What follows belongs to an exercise in optimizing a design on an open flow for small area, a short achievable clock period and few clock cycles per item; a production flow would make more cautious choices. Only simulation tests tie the RTL to the original design; equivalence was not proved. No activity file was given, so power comes from the tool's default toggle rates.

<file path="flow/design.v">
`default_nettype none
package ffca_pkg;
  localparam logic REQ_ALLOC = 1'b0;
  localparam logic REQ_FREE  = 1'b1;
  localparam logic [1:0] STATUS_OK      = 2'd0;
  localparam logic [1:0] STATUS_NULL    = 2'd1;
  localparam logic [1:0] STATUS_FULL    = 2'd2;
  localparam logic [1:0] STATUS_UNKNOWN = 2'd3;
  localparam logic [31:0] MARKER_NEW    = 32'h1234_5678;
  localparam logic [31:0] MARKER_REUSED = 32'h8765_4321;
  localparam logic [31:0] MARKER_FREED  = 32'hFFFF_FFFF;
  localparam logic [31:0] MARKER_NONE   = 32'h0000_0000;
  localparam logic [1:0] CFG_HEAP_BASE    = 2'd0;
  localparam logic [1:0] CFG_HEAP_LIMIT   = 2'd1;
  localparam logic [1:0] CFG_HEADER_BYTES = 2'd2;
  localparam logic [31:0] HEAP_BASE_RST    = 32'd0;
  localparam logic [31:0] HEAP_LIMIT_RST   = 32'd1048576;
  localparam logic [7:0]  HEADER_BYTES_RST = 8'd24;
  typedef struct packed {
    logic [31:0] heap_base;
    logic [31:0] heap_limit;
    logic [7:0]  header_bytes;
  } ffca_cfg_t;
  typedef struct packed {
    logic [23:0] size;
    logic [31:0] offset;
    logic        is_free;
  } ffca_entry_t;
  typedef struct packed {
    logic [1:0]  status;
    logic [31:0] payload_addr;
    logic [5:0]  chunk_index;
    logic [31:0] marker;
  } ffca_res_t;
endpackage
`default_nettype wire
`default_nettype none
module ffca_cmp (
  input  wire [23:0] size,
  input  wire [29:0] off,
  input  wire        valid,
  input  wire [23:0] rsize,
  input  wire [29:0] key,
  input  wire        do_alloc,
  input  wire        do_free,
  output logic       hit
);
  logic ge;
  always_comb begin
    ge = 1'b1;
    for (int i = 0; i < 24; i++) ge = (size[i] & ~rsize[i]) | ((size[i] | ~rsize[i]) & ge);
  end
  assign hit = valid & ((do_alloc & ge) | (do_free & (off == key)));
endmodule
module ffca_pick (
  input  wire  [63:0] cmp,
  input  wire  [63:0] free,
  input  wire  [63:0] fwd,
  input  wire         is_free,
  output logic [63:0] upd,
  output logic        any_a,
  output logic        any_f
);
  logic [63:0] ha, hf, pre;
  always_comb begin
    ha  = cmp & free;
    hf  = cmp | fwd;
    pre = ha;
    for (int k = 1; k < 64; k = k * 2) pre = pre | (pre << k);
    upd   = is_free ? hf : (ha & ~{pre[62:0], 1'b0});
    any_a = pre[63];
    any_f = |hf;
  end
endmodule
module ffca_brk (
  input  wire  [33:0] rem,
  input  wire  [29:0] brk,
  input  wire  [24:0] hs,
  input  wire  [31:0] limit,
  output logic [33:0] rem_app,
  output logic [33:0] rem_idle,
  output logic [29:0] brk_app
);
  assign rem_app  = rem - {9'd0, hs};
  assign rem_idle = {2'b00, limit} - {4'd0, brk};
  assign brk_app  = brk + {5'd0, hs};
endmodule
module ffca_room (
  input  wire  [33:0] rem,
  input  wire  [24:0] hs,
  input  wire  [24:0] hs_d,
  output logic        nr0,
  output logic        nr1
);
  logic [25:0] hs2;
  assign hs2 = {1'b0, hs} + {1'b0, hs_d};
  assign nr0 = rem[33] | (rem[32:0] < {8'd0, hs});
  assign nr1 = rem[33] | (rem[32:0] < {7'd0, hs2});
endmodule
module ffca_sel (
  input  wire  [64*30-1:0] offs,
  input  wire  [63:0]      sel,
  output logic [29:0]      off,
  output logic [5:0]       idx
);
  always_comb begin
    off = '0;
    idx = '0;
    for (int i = 0; i < 64; i++) begin
      off = off | (offs[i*30 +: 30] & {30{sel[i]}});
      idx = idx | (6'(i) & {6{sel[i]}});
    end
  end
endmodule
module ffca_add32 (
  input  wire  [31:0] a,
  input  wire  [31:0] b,
  output logic [31:0] s
);
  assign s = a + b;
endmodule
module ffca_sub32 (
  input  wire  [31:0] a,
  input  wire  [31:0] b,
  output logic [31:0] d
);
  assign d = a - b;
endmodule
`default_nettype wire
`default_nettype none
module first_fit_chunk_allocator_top #(
  parameter int MAX_CHUNKS = 64
) (
  input  wire         clk,
  input  wire         rst_n,
  input  wire         in_tvalid,
  output logic        in_tready,
  input  wire  [55:0] in_tdata,    
  input  wire  [0:0]  in_tuser,    
  output logic        out_tvalid,
  input  wire         out_tready,
  output logic [71:0] out_tdata,   
  output logic [1:0]  out_tuser,   
  input  wire         cfg_valid,
  output logic        cfg_ready,
  input  wire  [1:0]  cfg_index,
  input  wire  [31:0] cfg_data
);
  localparam int N = 64;
  localparam logic [1:0] MK_NONE = 2'd0;
  localparam logic [1:0] MK_NEW  = 2'd1;
  localparam logic [1:0] MK_REU  = 2'd2;
  localparam logic [1:0] MK_FREE = 2'd3;
  logic [31:0] heap_base, heap_limit;
  logic [7:0]  hdr;
  logic [31:0] basehdr, basehdr_nxt;
  assign cfg_ready = 1'b1;
  always_ff @(posedge clk) begin
    if (!rst_n) begin
      heap_base  <= 32'd0;
      heap_limit <= 32'd1048576;
      hdr        <= 8'd24;
    end else if (cfg_valid) begin
      case (cfg_index)
        2'd0: heap_base  <= cfg_data;
        2'd1: heap_limit <= cfg_data;
        2'd2: hdr        <= cfg_data[7:0];
        default: ;
      endcase
    end
  end
  ffca_add32 u_basehdr (.a(heap_base), .b({24'd0, hdr}), .s(basehdr_nxt));
  always_ff @(posedge clk) basehdr <= basehdr_nxt;
  logic [23:0]  t_size [0:N-1];
  logic [29:0]  t_off  [0:N-1];
  logic [N-1:0] t_free;
  logic [N-1:0] t_valid;    
  logic [N-1:0] ptr;        
  logic [N-1:0] newest;     
  logic [29:0]  brk;
  logic [33:0]  rem;        
  assign ptr    = ~t_valid & {t_valid[N-2:0], 1'b1};
  assign newest = t_valid & ~{1'b0, t_valid[N-1:1]};
  logic en;
  logic s_v, o_v;
  logic        a_v, a_type;
  logic [23:0] a_size;
  logic [31:0] a_addr;
  logic        rdy;
  assign in_tready = rdy;
  assign a_v    = in_tvalid;
  assign a_type = in_tuser[0];
  assign a_size = in_tdata[23:0];
  assign a_addr = in_tdata[55:24];
  logic        b_v, b_type, b_null, b_keyok;
  logic [23:0] b_size;
  logic [29:0] b_key;
  logic [24:0] b_hs;
  logic [31:0] key32;
  ffca_sub32 u_key (.a(a_addr), .b(basehdr), .d(key32));
  always_ff @(posedge clk) begin
    if (!rst_n) b_v <= 1'b0;
    else if (en) b_v <= a_v;
  end
  always_ff @(posedge clk) begin
    if (en) begin
      b_type  <= a_type;
      b_null  <= a_type ? (a_addr == 32'd0) : (a_size == 24'd0);
      b_size  <= a_size;
      b_key   <= key32[29:0];
      b_keyok <= (key32[31:30] == 2'b00);
      b_hs    <= {17'd0, hdr} + {1'b0, a_size};
    end
  end
  logic        c_v, c_type, c_null, c_alloc, c_eqbrk, c_nr0, c_nr1;
  logic        nr0, nr1;
  logic [23:0] c_size;
  logic [24:0] c_hs;
  logic [N-1:0] c_cmp;
  logic [N-1:0] cmp;
  logic        do_alloc, do_free;
  assign do_alloc = !b_null && !b_type;
  assign do_free  = !b_null && b_type && b_keyok;
  for (genvar i = 0; i < N; i++) begin : g_cmp
    ffca_cmp u_cmp (
      .size(t_size[i]), .off(t_off[i]), .valid(t_valid[i]),
      .rsize(b_size), .key(b_key), .do_alloc(do_alloc), .do_free(do_free),
      .hit(cmp[i])
    );
  end
  ffca_room u_room (.rem(rem), .hs(b_hs), .hs_d(c_hs), .nr0(nr0), .nr1(nr1));
  always_ff @(posedge clk) begin
    if (!rst_n) c_v <= 1'b0;
    else if (en) c_v <= b_v;
  end
  always_ff @(posedge clk) begin
    if (en) begin
      c_type  <= b_type;
      c_null  <= b_null;
      c_alloc <= do_alloc;
      c_eqbrk <= do_free && (brk == b_key);
      c_nr0   <= nr0;
      c_nr1   <= nr1;
      c_size  <= b_size;
      c_hs    <= b_hs;
      c_cmp   <= cmp;
    end
  end
  logic         last_app;
  logic [N-1:0] upd;
  logic         any_a, any_f, anyhit, full, app, go;
  logic [33:0]  rem_app, rem_idle;
  logic [29:0]  brk_app;
  logic [1:0]   st_d, mk_d;
  ffca_pick u_pick (
    .cmp(c_cmp), .free(t_free), .fwd(newest & {N{c_eqbrk & last_app}}), .is_free(c_type),
    .upd(upd), .any_a(any_a), .any_f(any_f)
  );
  ffca_brk u_brk (
    .rem(rem), .brk(brk), .hs(c_hs), .limit(heap_limit),
    .rem_app(rem_app), .rem_idle(rem_idle), .brk_app(brk_app)
  );
  assign anyhit = c_type ? any_f : any_a;
  assign full   = t_valid[N-1] | (last_app ? c_nr1 : c_nr0);
  assign app    = c_alloc && !any_a && !full;
  assign go     = c_v && en;
  always_comb begin
    if (c_null) begin
      st_d = ffca_pkg::STATUS_NULL;    mk_d = MK_NONE;
    end else if (anyhit) begin
      st_d = ffca_pkg::STATUS_OK;      mk_d = c_type ? MK_FREE : MK_REU;
    end else if (c_type) begin
      st_d = ffca_pkg::STATUS_UNKNOWN; mk_d = MK_NONE;
    end else if (full) begin
      st_d = ffca_pkg::STATUS_FULL;    mk_d = MK_NONE;
    end else begin
      st_d = ffca_pkg::STATUS_OK;      mk_d = MK_NEW;
    end
  end
  for (genvar i = 0; i < N; i++) begin : g_ent
    always_ff @(posedge clk) begin
      if (go && c_alloc && ptr[i]) begin
        t_size[i] <= c_size;
        t_off[i]  <= brk;
      end
      if (go && (upd[i] || (c_alloc && ptr[i]))) begin
        t_free[i] <= c_type;
      end
    end
    always_ff @(posedge clk) begin
      if (!rst_n) t_valid[i] <= 1'b0;
      else if (go && app && ptr[i]) t_valid[i] <= 1'b1;
    end
  end
  always_ff @(posedge clk) begin
    if (!rst_n) begin
      brk <= 30'd0;
      rem <= 34'd1048576;
    end else if (go && app) begin
      brk <= brk_app;
      rem <= rem_app;
    end else begin
      rem <= rem_idle;
    end
  end
  logic         d_v;
  logic [1:0]   d_st, d_mk;
  logic [N-1:0] d_oh;
  always_ff @(posedge clk) begin
    if (en) last_app <= go && app;
  end
  always_ff @(posedge clk) begin
    if (!rst_n) d_v <= 1'b0;
    else if (en) d_v <= c_v;
  end
  always_ff @(posedge clk) begin
    if (en) begin
      d_st  <= st_d;
      d_mk  <= mk_d;
      d_oh  <= upd | (ptr & {N{app}});
    end
  end
  logic [29:0]     off_sel;
  logic [5:0]      idx_sel;
  logic [N*30-1:0] offs;
  for (genvar i = 0; i < N; i++) begin : g_offs
    assign offs[i*30 +: 30] = t_off[i];
  end
  ffca_sel u_sel (.offs(offs), .sel(d_oh), .off(off_sel), .idx(idx_sel));
  logic        e_v;
  logic [1:0]  e_st, e_mk;
  logic [29:0] e_off;
  logic [5:0]  e_idx;
  always_ff @(posedge clk) begin
    if (!rst_n) e_v <= 1'b0;
    else if (en) e_v <= d_v;
  end
  always_ff @(posedge clk) begin
    if (en) begin
      e_st  <= d_st;
      e_mk  <= d_mk;
      e_off <= off_sel;
      e_idx <= idx_sel;
    end
  end
  logic [31:0] x_sum, x_addr;
  logic [39:0] x, s_r;          
  logic [1:0]  x_st, s_st;
  logic        take, emit;
  logic [1:0]  o_st;
  logic [31:0] o_marker;
  logic [37:0] o_r;
  ffca_add32 u_addr (.a(basehdr), .b({2'b00, e_off}), .s(x_sum));
  assign x_addr = (e_st == ffca_pkg::STATUS_OK) ? x_sum : 32'd0;
  assign x      = {e_mk, e_idx, x_addr};
  assign x_st   = e_st;
  assign take   = o_v && out_tready;
  assign emit   = en && e_v;
  function automatic logic [31:0] marker_of(input logic [1:0] mk);
    case (mk)
      MK_NEW:  marker_of = ffca_pkg::MARKER_NEW;
      MK_REU:  marker_of = ffca_pkg::MARKER_REUSED;
      MK_FREE: marker_of = ffca_pkg::MARKER_FREED;
      default: marker_of = ffca_pkg::MARKER_NONE;
    endcase
  endfunction
  always_ff @(posedge clk) begin
    if (!rst_n) rdy <= 1'b1;
    else rdy <= s_v ? take : !(emit && o_v && !take);
  end
  always_ff @(posedge clk) begin
    if (!rst_n) begin
      o_v <= 1'b0;
      s_v <= 1'b0;
      en  <= 1'b1;
    end else if (s_v) begin
      if (take) begin
        s_v <= 1'b0;
        en  <= 1'b1;
      end
    end else if (emit) begin
      if (o_v && !take) begin
        s_v <= 1'b1;
        en  <= 1'b0;
      end else begin
        o_v <= 1'b1;
      end
    end else if (take) begin
      o_v <= 1'b0;
    end
  end
  always_ff @(posedge clk) begin
    if (s_v) begin
      if (take) begin
        o_st     <= s_st;
        o_marker <= marker_of(s_r[39:38]);
        o_r      <= s_r[37:0];
      end
    end else if (emit && (!o_v || take)) begin
      o_st     <= x_st;
      o_marker <= marker_of(x[39:38]);
      o_r      <= x[37:0];
    end
    if (!s_v && emit && o_v && !take) begin
      s_st <= x_st;
      s_r  <= x;
    end
  end
  assign out_tvalid = o_v;
  assign out_tuser  = o_st;
  assign out_tdata  = {2'b00, o_marker, o_r};
endmodule
`default_nettype wire
</file>
<file path="flow/run.sh">
#!/bin/bash
# synth_recipe.tcl (not shown) runs the flow's synth.tcl, then flattens the netlist and writes it again
# the make line also repeats each setting of config.mk as NAME=value (left out here)
make -C /OpenROAD-flow-scripts/flow DESIGN_CONFIG=/design/flow/config.mk WORK_HOME=/design/flow/orfs CLKGATE_MAP_FILE= SYNTH_SCRIPT=/design/flow/synth_recipe.tcl finish
</file>
<file path="flow/config.mk">
export PLATFORM = sky130hd
export DESIGN_NAME = first_fit_chunk_allocator_top
export DESIGN_NICKNAME = first_fit_chunk_allocator_top
export VERILOG_FILES = /design/flow/design.v
export SDC_FILE = /design/flow/constraint.sdc
export NUM_CORES = 4
export LEC_CHECK = 0
export CAP_MARGIN = 20
export CORE_MARGIN = 2
export CORE_UTILIZATION = 60
export SETUP_SLACK_MARGIN = 5
export SLEW_MARGIN = 20
export SYNTH_HIERARCHICAL = 1
export TNS_END_PERCENT = 10
</file>
<file path="flow/constraint.sdc">
create_clock -name core_clock -period 8.0 [get_ports {clk}]
set_input_delay 1.6000 -clock core_clock [delete_from_list [all_inputs] [get_ports {clk}]]
set_output_delay 1.6000 -clock core_clock [all_outputs]
set_load 0.01 [all_outputs]
</file>
==> results.ini, run 1 <==
[status]
status=no timing/DRC/antenna violations

[drt]
via_per_inst=6.97
vias=153740
drt_pass1_iterations=9
postRouteAntennaNets=0
avgRoutedWirePerCell_um=35.3
route.detailed.drc=0
drt_iter0_drc=24428
totalWireLength_mm=778

[timing]
rsz0062_at_grt=true
hold_violations=0
layout_min_cycle_time_ns=3.73
tightest_slew_ns=1.17
max-slew-margin-rel_pct=21.5
finalCritPeriodShare_pct=46.6
max_freq_mhz=268
fin_worst_skew_ns=0.0955
final_max_slew_viol_count=0
setup_viol=0
fin_tns_setup_ns=0

[synth]
async_flop_share_pct=0
syn_area_per_cell_um2=12.9
synth_cells=16128
synth_most_common_cell=edfxtp_1
synth_cell_types=115
synth-warning-count=14
synthFlopType=edfxtp_1
netlist.area_leader.share_pct=56.6
yosys-top-cells-area=edfxtp_1, xnor2_1, nor2b_1, dfxtp_1, a221oi_1
seq_area_frac_synth_pct=58.9
synth-edff-count=3916
netlist_area_mm2=0.208
yosys.area.top_type=edfxtp_1
yosys-top-cells-count=edfxtp_1, xnor2_1, inv_1
ys_seq_elements=4156

[power]
peakVddDrop_uv=455
p_leak_uw=0.0809
clockPowerShare_pct=34.2
powerDensity_mw_per_mm2=247
pwr-share-seq_pct=41.7
power_switching_uw=18500
internal-power_uw=40500
p_sw_share_pct=31.3
p_comb_share_pct=24.1

[cts]
cts_inserted_buffers=434
worstSkewPairLatency_ns=1.04
cts_max_level=5
cts_sinks=4156
cts_tree=done
cts_hold_buf=0
cts_buffer_depth=4
clockRootBuffer=clkbuf_16
clk_pin_slew_ns=0.07

[die]
die_y_um=593
die_w_um=593
io-pin-count=173
dieArea_mm2=0.351
core-area_mm2=0.345
start_util_pct=60.2
row_count=216

[global_route]
gr-total-overflow=0
grt_start_max_net_pins=181
grt_usage_pct=42.7
grt_antenna_before_repair=104
grt_pass1_vias=146268
grt_first_pass_wirelength_mm=1070

[min_path]
min_path_type=flip-flop to flip-flop

[setup_path]
critPathKind=flip-flop to flip-flop
required_ns=8.95
crit_fanout=5
startpoint_type=flip-flop
arrival_ns=4.68
cp-end-kind=flip-flop

[placed_design]
gp_congestion=1.04
placed_cell_area_mm2=0.218
dp_hpwl_mm=517
io_buffer_count=169
dp_cells=20937

[final_layout]
drive_gt1_share_pct=13.8
final_cells=22067
syn_to_final_growth_pct=15.1
nets=17421
finalInstanceArea_mm2=0.239

[flow_run]
cap_violations=0

[layout make-up]
| type | instances | area, um2 |
|---|---|---|
| multi-input combinational | 10426 | 82800 |
| antenna | 68 | 170 |
| clock buffer | 548 | 11600 |
| inverter | 1193 | 4510 |
| timing repair inverter | 4 | 72.6 |
| sequential | 4156 | 123000 |
| timing repair buffer | 847 | 9440 |
| tap | 4578 | 5730 |
| clock inverter | 247 | 2320 |
| fill | 23612 | 106000 |
[per-module statistics from Yosys (local to each module, per instance)]
module | cells | copies in the design
ffca_add32 | 241 | 2
ffca_brk | 676 | 1
ffca_cmp | 111 | 64
ffca_pick | 350 | 1
ffca_room | 355 | 1
ffca_sel | 1351 | 1
ffca_sub32 | 268 | 1
first_fit_chunk_allocator_top | 5542 | 1
[power by group through the flow]
stage               clock network (uW)  logic (uW)  registers (uW)
floorplan                            0        7110           26400
finish                           20200       14200           24600
global route                     21000       14700           24600
CTS                              20200       13400           24600
global placement                     0       12700           25100
detailed placement                   0       12900           25100
[path summary, 6_finish.rpt]
path | start | end | slack (ns) | cells after the start
setup reg to reg | t_free[56]$_DFFE_PP_ | t_valid[52]$_SDFFE_PN0P_ | 4.27 | 15
setup / recovery | t_free[56]$_DFFE_PP_ | t_valid[52]$_SDFFE_PN0P_ | 4.27 | 15
hold reg to reg | c_size[23]$_DFFE_PP_ | t_size[1][23]$_DFFE_PP_ | 0.45 | 0
hold / removal | c_size[23]$_DFFE_PP_ | t_size[1][23]$_DFFE_PP_ | 0.45 | 0
[placed cells by master, fill, tap and decap left out, drive strengths merged, types with 182 or more instances in the layout]
cell type  Yosys  layout
edfxtp      3916    3916
nor2b        790     790
clkinv        64     253
o21ai        242     242
nand2b       729     729
a21o         182     182
nand4        646     646
a221oi       551     551
inv         1129    1142
maj3         448     448
buf          156     667
nor2         404     407
nor4         280     280
xor2         307     307
clkbuf       225     567
a22o         548     548
xnor2       1855    1855
nand2        729     729
a21oi        570     570
dfxtp        240     240
o2111ai      203     203
ha           255     255
[critical path: stages, from the launching register on]
cell and delay, ns:
edfxtp_1 0.39, a222oi_1 0.54, buf_4 0.20, a21boi_4 0.18
nand4_1 0.22, or3b_4 0.44, or4_4 0.48, nor2b_4 0.14
nand4_1 0.15, buf_12 0.21, clkinv_16 0.10, buf_12 0.14
buf_12 0.10, buf_16 0.13, a21oi_2 0.06, nor2b_1 0.15
[state kept, by name, indices dropped and copies added, names as in the netlist, 32 cells and up]
register / flops
t_off: 1920
t_size: 1536
c_cmp: 64
d_oh: 64
t_free: 64
t_valid: 64
s_r: 40
o_r: 38
rem: 34
basehdr: 32
heap_base: 32
heap_limit: 32
[cell families (layout without fill, tap and decap cells)]
family,Yosys count,after routing,synth area share (%)
AO/OA/AOI/OAI,3409,3409,12.6
flip-flops,4156,4156,58.9
other,2,97,0.00361
buffers and inverters,1576,2839,3.11
AND/OR/NAND/NOR,4052,4055,12.2
adder cells (fa/ha/maj),711,711,3.77
XOR/XNOR,2162,2162,9.11
multiplexers,60,60,0.315
[metrics by stage]
step	setup WS, ns	hold WS (ns)	total power (uW)	utilization (%)
2_1_floorplan	2.02	0.400	33500	-
3_3_place_gp	3.09	0.429	37800	63.1
3_5_place_dp	2.97	0.441	38000	63.1
4_1_cts	4.50	0.454	58100	68.2
5_1_grt	4.31	0.458	60300	69.2
6_report	4.27	0.452	59000	69.2
[repair_timing]
| action | 4_1_cts | 5_1_grt |
|---|---|---|
| resized for setup | 445 | 510 |
| pin swaps | 186 | 158 |
| endpoints found under the hold margin | 0 | 0 |
| setup endpoints to repair | 2173 | 2006 |
| cloned | 38 | 14 |
| setup buffers | 132 | 80 |
[layer usage]
metal	global-route usage (%)	vias up	part of all wire [%]
met1	56.4	76499	36
met4	24.2	50	6.9
met5	0	-	0.074
met2	62.3	11212	43
met3	13.8	2338	14
li1	-	63641	-
Testbench counts, summed over its fixed seeds: cycles 8,040, items 8,000.
==> run 2: changes to the inputs <==
--- a/flow/design.v
+++ b/flow/design.v
@@ -41,3 +41,3 @@
   input  wire        valid,
-  input  wire [23:0] rsize,
+  input  wire [23:0] rsize_n,    
   input  wire [29:0] key,
@@ -50,3 +50,3 @@
     ge = 1'b1;
-    for (int i = 0; i < 24; i++) ge = (size[i] & ~rsize[i]) | ((size[i] | ~rsize[i]) & ge);
+    for (int i = 0; i < 24; i++) ge = (size[i] & rsize_n[i]) | ((size[i] | rsize_n[i]) & ge);
   end
@@ -74,17 +74,5 @@
 endmodule
-module ffca_brk (
-  input  wire  [33:0] rem,
+module ffca_room (
   input  wire  [29:0] brk,
-  input  wire  [24:0] hs,
   input  wire  [31:0] limit,
-  output logic [33:0] rem_app,
-  output logic [33:0] rem_idle,
-  output logic [29:0] brk_app
-);
-  assign rem_app  = rem - {9'd0, hs};
-  assign rem_idle = {2'b00, limit} - {4'd0, brk};
-  assign brk_app  = brk + {5'd0, hs};
-endmodule
-module ffca_room (
-  input  wire  [33:0] rem,
   input  wire  [24:0] hs,
@@ -94,6 +82,16 @@
 );
-  logic [25:0] hs2;
-  assign hs2 = {1'b0, hs} + {1'b0, hs_d};
-  assign nr0 = rem[33] | (rem[32:0] < {8'd0, hs});
-  assign nr1 = rem[33] | (rem[32:0] < {7'd0, hs2});
+  logic [33:0] a, b, c, s0, c0, s1, c1, d0, d1;
+  always_comb begin
+    a  = {2'b00, ~limit};
+    b  = {4'd0, brk};
+    c  = {9'd0, hs};
+    s0 = a ^ b ^ c;
+    c0 = {(a[32:0] & b[32:0]) | (a[32:0] & c[32:0]) | (b[32:0] & c[32:0]), 1'b0};
+    s1 = s0 ^ c0 ^ {9'd0, hs_d};
+    c1 = {(s0[32:0] & c0[32:0]) | (s0[32:0] & {8'd0, hs_d}) | (c0[32:0] & {8'd0, hs_d}), 1'b0};
+  end
+  assign d0  = s0 + c0;
+  assign d1  = s1 + c1;
+  assign nr0 = d0[33] | d0[32];
+  assign nr1 = d1[33] | d1[32];
 endmodule
@@ -155,3 +153,5 @@
   logic [7:0]  hdr;
-  logic [31:0] basehdr, basehdr_nxt;
+  logic [31:0] basehdr;      
+  logic [31:0] bh_a, bh_s;
+  logic [7:0]  bh_b;
   assign cfg_ready = 1'b1;
@@ -171,4 +171,9 @@
   end
-  ffca_add32 u_basehdr (.a(heap_base), .b({24'd0, hdr}), .s(basehdr_nxt));
-  always_ff @(posedge clk) basehdr <= basehdr_nxt;
+  assign bh_a = (cfg_index == 2'd0) ? cfg_data : heap_base;
+  assign bh_b = (cfg_index == 2'd2) ? cfg_data[7:0] : hdr;
+  ffca_add32 u_basehdr (.a(bh_a), .b({24'd0, bh_b}), .s(bh_s));
+  always_ff @(posedge clk) begin
+    if (!rst_n) basehdr <= 32'd24;
+    else if (cfg_valid && (cfg_index == 2'd0 || cfg_index == 2'd2)) basehdr <= bh_s;
+  end
   logic [23:0]  t_size [0:N-1];
@@ -180,3 +185,2 @@
   logic [29:0]  brk;
-  logic [33:0]  rem;        
   assign ptr    = ~t_valid & {t_valid[N-2:0], 1'b1};
@@ -226,3 +230,3 @@
       .size(t_size[i]), .off(t_off[i]), .valid(t_valid[i]),
-      .rsize(b_size), .key(b_key), .do_alloc(do_alloc), .do_free(do_free),
+      .rsize_n(~b_size), .key(b_key), .do_alloc(do_alloc), .do_free(do_free),
       .hit(cmp[i])
@@ -230,3 +234,3 @@
   end
-  ffca_room u_room (.rem(rem), .hs(b_hs), .hs_d(c_hs), .nr0(nr0), .nr1(nr1));
+  ffca_room u_room (.brk(brk), .limit(heap_limit), .hs(b_hs), .hs_d(c_hs), .nr0(nr0), .nr1(nr1));
   always_ff @(posedge clk) begin
@@ -251,4 +255,4 @@
   logic         any_a, any_f, anyhit, full, app, go;
-  logic [33:0]  rem_app, rem_idle;
   logic [29:0]  brk_app;
+  logic [31:0]  brk_sum;
   logic [1:0]   st_d, mk_d;
@@ -258,6 +262,4 @@
   );
-  ffca_brk u_brk (
-    .rem(rem), .brk(brk), .hs(c_hs), .limit(heap_limit),
-    .rem_app(rem_app), .rem_idle(rem_idle), .brk_app(brk_app)
-  );
+  ffca_add32 u_brk (.a({2'b00, brk}), .b({7'd0, c_hs}), .s(brk_sum));
+  assign brk_app = brk_sum[29:0];
   assign anyhit = c_type ? any_f : any_a;
@@ -295,11 +297,4 @@
   always_ff @(posedge clk) begin
-    if (!rst_n) begin
-      brk <= 30'd0;
-      rem <= 34'd1048576;
-    end else if (go && app) begin
-      brk <= brk_app;
-      rem <= rem_app;
-    end else begin
-      rem <= rem_idle;
-    end
+    if (!rst_n) brk <= 30'd0;
+    else if (go && app) brk <= brk_app;
   end
==> run 2 against run 1 <==
Compared with the run above: setup slack better by 0.18 ns; design area down 5.0%; clock power about the same; fmax up 5.2%; critical path depth grew 1; synthesized cell count decreased by 11%; hold slack got worse by 0.029 ns; combinational power is 14% lower; final cell count decreased by 9.6%; total power shrank 3.7%; largest cell class unchanged.
==> results.ini, run 2 <==
[status]
status=no timing/DRC/antenna violations

[drt]
avgRoutedWirePerCell_um=37.1  ; +5.4%
drt_pass1_iterations=21  ; +12
totalWireLength_mm=741  ; -4.8%
vias=146782  ; -4.5%
via_per_inst=7.36  ; +5.6%
postRouteAntennaNets=0  ; unchanged
drt_iter0_drc=25383  ; +3.9%
route.detailed.drc=0  ; unchanged

[die]
die_y_um=575  ; -3.0%
die_w_um=575  ; -3.0%
io-pin-count=173  ; unchanged
dieArea_mm2=0.330  ; -5.9%
start_util_pct=60.3  ; +0.10 points
core-area_mm2=0.324  ; -6.1%
row_count=209  ; -3.2%

[timing]
final_max_slew_viol_count=0  ; unchanged
fin_tns_setup_ns=0  ; unchanged
hold_violations=0  ; unchanged
rsz0062_at_grt=true
max_freq_mhz=282  ; +5.2%
timing.hold.ws_ns=0.423  ; -0.0289 ns
max-slew-margin-rel_pct=13.5  ; -8.0 points
layout_min_cycle_time_ns=3.55  ; -0.183 ns
tightest_slew_ns=1.29  ; +0.117 ns
finalCritPeriodShare_pct=44.3  ; -2.3 points
setup_viol=0  ; unchanged
fin_worst_skew_ns=0.0666  ; -0.0289 ns

[cts]
clk_pin_slew_ns=0.06  ; about the same
cts_inserted_buffers=427  ; -1.6%
cts_buffer_depth=4  ; unchanged
cts_max_level=5  ; unchanged
clockRootBuffer=clkbuf_16
cts_sinks=4122  ; -0.82%
worstSkewPairLatency_ns=1.02  ; -0.02 ns
cts_tree=done

[global_route]
grt_usage_pct=42.4  ; -0.31 points
grt_first_pass_wirelength_mm=1000  ; -6.2%
grt_antenna_before_repair=81  ; -22%
gr-total-overflow=0  ; unchanged
grt_start_max_net_pins=160  ; -12%
grt_pass1_vias=136085  ; -7.0%

[setup_path]
cpLargestDelayFamily=compound AO/OA/AOI/OAI gates
startpoint_type=primary input
crit_fanout=6  ; +1
arrival_ns=4.44  ; -0.24 ns
cp-end-kind=flip-flop
cpMostUsedCell=buf_12
path_buf_inv=4  ; -2
crit_slowest_cell=fa_2
required_ns=8.89  ; -0.06 ns
critPathKind=primary input to flip-flop
crit_chain=buf_12 > nor2_4 > buf_12 > mux2_4 > ha_4 > fa_2 > a21o_1 > a31o_4 > nand4_1 > a21oi_4 > buf_6 > buf_4 > a21bo_2 > xor2_1 > nand2_1 > a21boi_0
cpPeakStageDelay_ns=0.34  ; -0.20 ns

[synth]
synth-warning-count=15  ; +1
netlist_area_mm2=0.195  ; -6.0%
synth_cells=14303  ; -11%
syn_area_per_cell_um2=13.7  ; +6.0%

[placed_design]
gp_congestion=1.01  ; -2.5%
dp_hpwl_mm=480  ; -7.2%
dp_cells=18850  ; -10%
io_buffer_count=169  ; unchanged

[final_layout]
final_cells=19945  ; -9.6%
fillCellCount=21890  ; -7.3%
largest_register_ffs=1920  ; unchanged
layout_common_cells=edfxtp_1, xnor2_1, nand2_1, nand4_1, a22o_1
nets=15567  ; -11%
top_regs=t_off x1920, t_size x1536
syn_to_final_growth_pct=16.2
largest_register=t_off
layout_commonest_cell=edfxtp_1
drive_gt1_share_pct=14.6  ; +0.80 points

[min_path]
min_path_type=flip-flop to flip-flop

[power]
p_leak_uw=0.0738  ; -8.8%
peakVddDrop_uv=268  ; -41%
powerDensity_mw_per_mm2=250  ; +1.3%
finalPower_uw=56800  ; -3.7%

[flow_run]
cap_violations=0  ; unchanged

run 2: what timing repair did:
action | in CTS | in global routing
cloned | 18 | 30
endpoints found under the setup margin | 798 | 1910
hold buffers | 0 | 0
hold endpoints to repair | 0 | 0
setup buffers | 81 | 136
pin swaps | 122 | 168
gates resized for setup | 340 | 866
run 2: worst reg2reg max path: stages, from the launching register on:
cell      delay (ns)
edfxtp_1        0.51
buf_12          0.22
a22o_1          0.32
a221oi_1        0.46
nand4_1         0.77
or4_1           0.88
run 2: report_power, final:
group	internal, uW	leakage (uW)	switching, uW
combinational	4170	0.0291	7990
sequential	24000	0.0379	295
clock	11600	0.00683	8740
run 2: final cells by class:
cell class / count / area, um2 / area share (%)
timing repair inverter: 12 / 185 / 0.0815
timing repair buffer: 811 / 8910 / 3.92
inverter: 239 / 1230 / 0.543
multi-input combinational: 9606 / 75400 / 33.2
clock buffer: 529 / 11200 / 4.95
clock inverter: 256 / 2790 / 1.23
antenna: 45 / 113 / 0.0496
tap: 4325 / 5410 / 2.38
sequential: 4122 / 122000 / 53.6
run 2: worst paths after layout:
path | start | endpoint | slack (ns) | cells after the start
hold reg to reg | d_st[1]$_SDFFCE_PP0P_ | e_st[1]$_DFFE_PP_ | 0.42 | 0
hold / removal | d_st[1]$_SDFFCE_PP0P_ | e_st[1]$_DFFE_PP_ | 0.42 | 0
setup / recovery | cfg_index[0] | basehdr[20]$_SDFFE_PN0P_ | 4.45 | 16
setup reg to reg | d_oh[17]$_DFFE_PP_ | e_off[21]$_DFFE_PP_ | 4.53 | 5
run 2: per-layer routing:
layer / GRT usage, % / share of wire (%)
met3: 12.2 / 15
met5: 0 / 0.062
met2: 61.4 / 43
met4: 26.1 / 7.5
met1: 56.8 / 35
run 2: metrics by stage:
step | area, um2 | utilization, % | worst slack [ns]
2_1_floorplan | 196000 | - | 2.01
3_3_place_gp | 205000 | 63.2 | 2.18
3_5_place_dp | 205000 | 63.3 | 2.19
4_1_cts | 222000 | 68.3 | 4.49
5_1_grt | 227000 | 70.0 | 4.38
6_report | 227000 | 70.1 | 4.45
Testbench counts of run 2, summed over its fixed seeds: cycles 8,040, items 8,000.
==> run 3: changes to the inputs <==
--- a/flow/design.v
+++ b/flow/design.v
@@ -154,4 +154,3 @@
   logic [31:0] basehdr;      
-  logic [31:0] bh_a, bh_s;
-  logic [7:0]  bh_b;
+  logic [31:0] bh_s0, bh_s2;
   assign cfg_ready = 1'b1;
@@ -171,8 +170,8 @@
   end
-  assign bh_a = (cfg_index == 2'd0) ? cfg_data : heap_base;
-  assign bh_b = (cfg_index == 2'd2) ? cfg_data[7:0] : hdr;
-  ffca_add32 u_basehdr (.a(bh_a), .b({24'd0, bh_b}), .s(bh_s));
+  ffca_add32 u_bh_base (.a(cfg_data), .b({24'd0, hdr}), .s(bh_s0));
+  ffca_add32 u_bh_hdr  (.a(heap_base), .b({24'd0, cfg_data[7:0]}), .s(bh_s2));
   always_ff @(posedge clk) begin
     if (!rst_n) basehdr <= 32'd24;
-    else if (cfg_valid && (cfg_index == 2'd0 || cfg_index == 2'd2)) basehdr <= bh_s;
+    else if (cfg_valid && cfg_index == 2'd0) basehdr <= bh_s0;
+    else if (cfg_valid && cfg_index == 2'd2) basehdr <= bh_s2;
   end
==> run 3 against run 2 <==
Compared with the run above: clock skew down 0.022 ns; still clean on timing, DRC and antenna; first-iteration DRC count increased by 0.25%; synthesized area increased by 0.73%; critical path depth down 10; clock power decreased by 2%; die area increased by 0.73%; sequential power barely moved; non-clock buffer count shrank 23; hold slack improved by 0.028 ns; highest routed layer unchanged; wire length is 2.8% lower; critical endpoint is now c_cmp[30]$_DFFE_PP_.
==> results.ini, run 3 <==
[setup_path]
r2r_slack_ns=4.55  ; +0.02 ns
required_ns=8.73  ; -0.16 ns
r2r_cells=6  ; +1
crit_chain=buf_12 > xor2_1 > or4_1 > nor4_2 > nand2_1 > a41oi_2
cp-end-kind=flip-flop
critPathLaunch=b_key[1]$_DFFE_PP_
crit_slowest_cell=nor4_2
r2r_end=c_cmp[30]$_DFFE_PP_
arrival_ns=4.17  ; -0.27 ns
cpLargestDelayFamily=simple AND/OR/NAND/NOR gates
cpPeakStageDelay_ns=0.91  ; +0.57 ns
critPathKind=flip-flop to flip-flop
endpoint=c_cmp[30]$_DFFE_PP_
path_buf_inv=1  ; -3
reg2reg_from=b_key[1]$_DFFE_PP_
cp_num_cells=6  ; -10
crit_fanout=65  ; +59
startpoint_type=flip-flop

[power]
p_sw_share_pct=29.7  ; -0.30 points
p_comb_share_pct=21.1  ; -0.3 points
powerDensity_mw_per_mm2=246  ; -1.6%
finalPower_uw=56100  ; -1.3%
clockPowerShare_pct=35.5  ; -0.3 points
pwr-share-seq_pct=43.5  ; +0.7 points
power_switching_uw=16600  ; -2.3%
peakVddDrop_uv=238  ; -11%
internal-power_uw=39400  ; -0.87%
p_leak_uw=0.0744  ; +0.82%

[cts]
cts_tree=done
clockRootBuffer=clkbuf_16
cts_buffer_depth=4  ; unchanged
cts_inserted_buffers=421  ; -1.4%
clk_pin_slew_ns=0.06  ; about the same
cts_max_level=5  ; unchanged
worstSkewPairLatency_ns=1.01  ; about the same
cts_hold_buf=0  ; unchanged
cts_sinks=4122  ; unchanged

[final_layout]
largest_register_ffs=1920  ; unchanged
layout_commonest_cell=edfxtp_1
final_cells=20193  ; +1.2%
layout_common_cells=edfxtp_1, xnor2_1, nand2_1
nets=15832  ; +1.7%
largest_register=t_off
syn_to_final_growth_pct=15.7
top_regs=t_off x1920, t_size x1536
drive_gt1_share_pct=13.8  ; -0.79 points

[min_path]
min_path_type=flip-flop to flip-flop
hold_depth=0  ; unchanged

[placed_design]
dp_hpwl_mm=467  ; -2.7%
gp_congestion=1.06  ; +4.4%
post-place-ws_ns=2.92  ; +0.728 ns
dp_cells=19128  ; +1.5%
io_buffer_count=169  ; unchanged

[timing]
timing.hold.ws_ns=0.451  ; +0.0283 ns
layout_min_cycle_time_ns=3.45  ; -0.101 ns
max_freq_mhz=290  ; +2.9%
fin_worst_skew_ns=0.0451  ; -0.0216 ns
setup_viol=0  ; unchanged
fin_tns_setup_ns=0  ; unchanged
finalCritPeriodShare_pct=43.1  ; -1.3 points
setup_ws_ns=4.55  ; +0.101 ns
max-slew-margin-rel_pct=18.4  ; +4.9 points
rsz0062_at_grt=true
tightest_slew_ns=1.21  ; -0.0758 ns
final_max_slew_viol_count=0  ; unchanged
hold_violations=0  ; unchanged

[global_route]
grt_antenna_before_repair=56  ; -31%
grt_first_pass_wirelength_mm=995  ; -0.51%
grt_start_max_net_pins=139  ; -13%
gr-total-overflow=0  ; unchanged
grt_pass1_vias=136823  ; +0.54%
grt_usage_pct=41.7  ; -0.73 points

[drt]
route.detailed.drc=0  ; unchanged
drt_iter0_drc=25447  ; +0.25%
totalWireLength_mm=720  ; -2.8%
drt_pass1_iterations=11  ; -48%
avgRoutedWirePerCell_um=35.7  ; -4.0%
vias=147418  ; +0.43%
via_per_inst=7.30  ; -0.80%
postRouteAntennaNets=0  ; unchanged

[die]
start_util_pct=60.2  ; about the same
die_w_um=577  ; +0.36%
row_count=210  ; +0.48%
core-area_mm2=0.327  ; +0.80%
io-pin-count=173  ; unchanged
die_y_um=577  ; +0.36%
dieArea_mm2=0.333  ; +0.73%

[synth]
synth_cells=14554  ; +1.8%
netlist_area_mm2=0.197  ; +0.73%
syn_area_per_cell_um2=13.5  ; -1.0%
synth-warning-count=15  ; unchanged

[status]
status=no timing/DRC/antenna violations

[flow_run]
cap_violations=0  ; unchanged

run 3: power groups by stage:
stage	Combinational (uW)	Clock [uW]	Sequential, uW
6_report	11800	19900	24400
5_1_grt	12200	20700	24400
2_1_floorplan	6000	0	25700
3_3_place_gp	10500	0	24900
4_1_cts	11100	19900	24400
3_5_place_dp	10700	0	24900
run 3: what timing repair did:
item                                     CTS  global route
gates cloned                              36            10
gates resized for setup                  477           687
buffers inserted                          99           101
endpoints found under the setup margin  3919          3042
pin swaps                                113           219
run 3: per-stage QoR:
step	cell area, um2	util [%]
4_1_cts	224000	68.5
5_1_grt	228000	69.7
3_5_place_dp	207000	63.2
3_3_place_gp	207000	63.2
6_report	228000	69.7
2_1_floorplan	197000	-
run 3: final cells by class:
type,instances,area [um2]
Timing Repair inverter,10,236
Clock inverter,216,2320
Tap cell,4346,5440
Timing Repair Buffer,788,8440
Fill cell,22367,99000
Sequential cell,4122,122000
Multi-Input combinational cell,9864,76900
Antenna cell,45,113
Clock buffer,557,11400
Inverter,245,1240
run 3: metal layers:
layer	track usage [%]	routed length (um)	share of wire (%)	vias up
met5	0	205	0.028	-
met3	12.2	105000	15	1890
met2	60.3	307000	43	11239
met4	22.8	46400	6.4	32
li1	-	-	-	61098
met1	56.8	262000	36	73159
run 3: worst min-delay path by stage:
stage	start	end	slack [ns]
4_1_cts	e_idx[1]$_DFFE_PP_	s_r[33]$_DFFE_PP_	0.46
3_5_place_dp	e_idx[1]$_DFFE_PP_	s_r[33]$_DFFE_PP_	0.44
5_1_grt	e_idx[5]$_DFFE_PP_	s_r[37]$_DFFE_PP_	0.47
3_3_place_gp	b_hs[14]$_DFFE_PP_	c_hs[14]$_DFFE_PP_	0.43
2_1_floorplan	d_mk[0]$_SDFFCE_PP0P_	e_mk[0]$_DFFE_PP_	0.40
6_report	e_idx[1]$_DFFE_PP_	s_r[33]$_DFFE_PP_	0.45
Testbench counts of run 3, summed over its fixed seeds: cycles 8,040, items 8,000.

## afterwards: timing with drivers on the ports
Ports are ideal in the flow. The routed layouts listed here were re-timed in OpenROAD.
Step 1: set_driving_cell puts a clkbuf_16 on clk and a buf_2 on each other input, an assumption about the parent block.
Step 2 also shifts input and output timing later by t, the mid clock arrival at the registers, as if the neighbouring blocks saw the same clock.
Slacks: ideal / step 1 / step 2; pairs: ideal / step 1.
run | shift t [ns] | setup slack, ns | hold WS [ns] | pins driven straight from the clock port
run 1 | 1.115 | 4.270 / 4.270 / 3.698 | 0.452 / 0.452 / 0.452 | 1
run 2 | 1.114 | 4.453 / 4.346 / 3.413 | 0.423 / 0.423 / 0.423 | 1
run 3 | 1.099 | 4.554 / 4.495 / 3.726 | 0.451 / 0.451 / 0.451 | 1
After both steps every run listed still meets setup and hold. The setup slack of run 2, which loses most, moves by -0.107 ns with the drivers and by -1.040 ns with both steps.
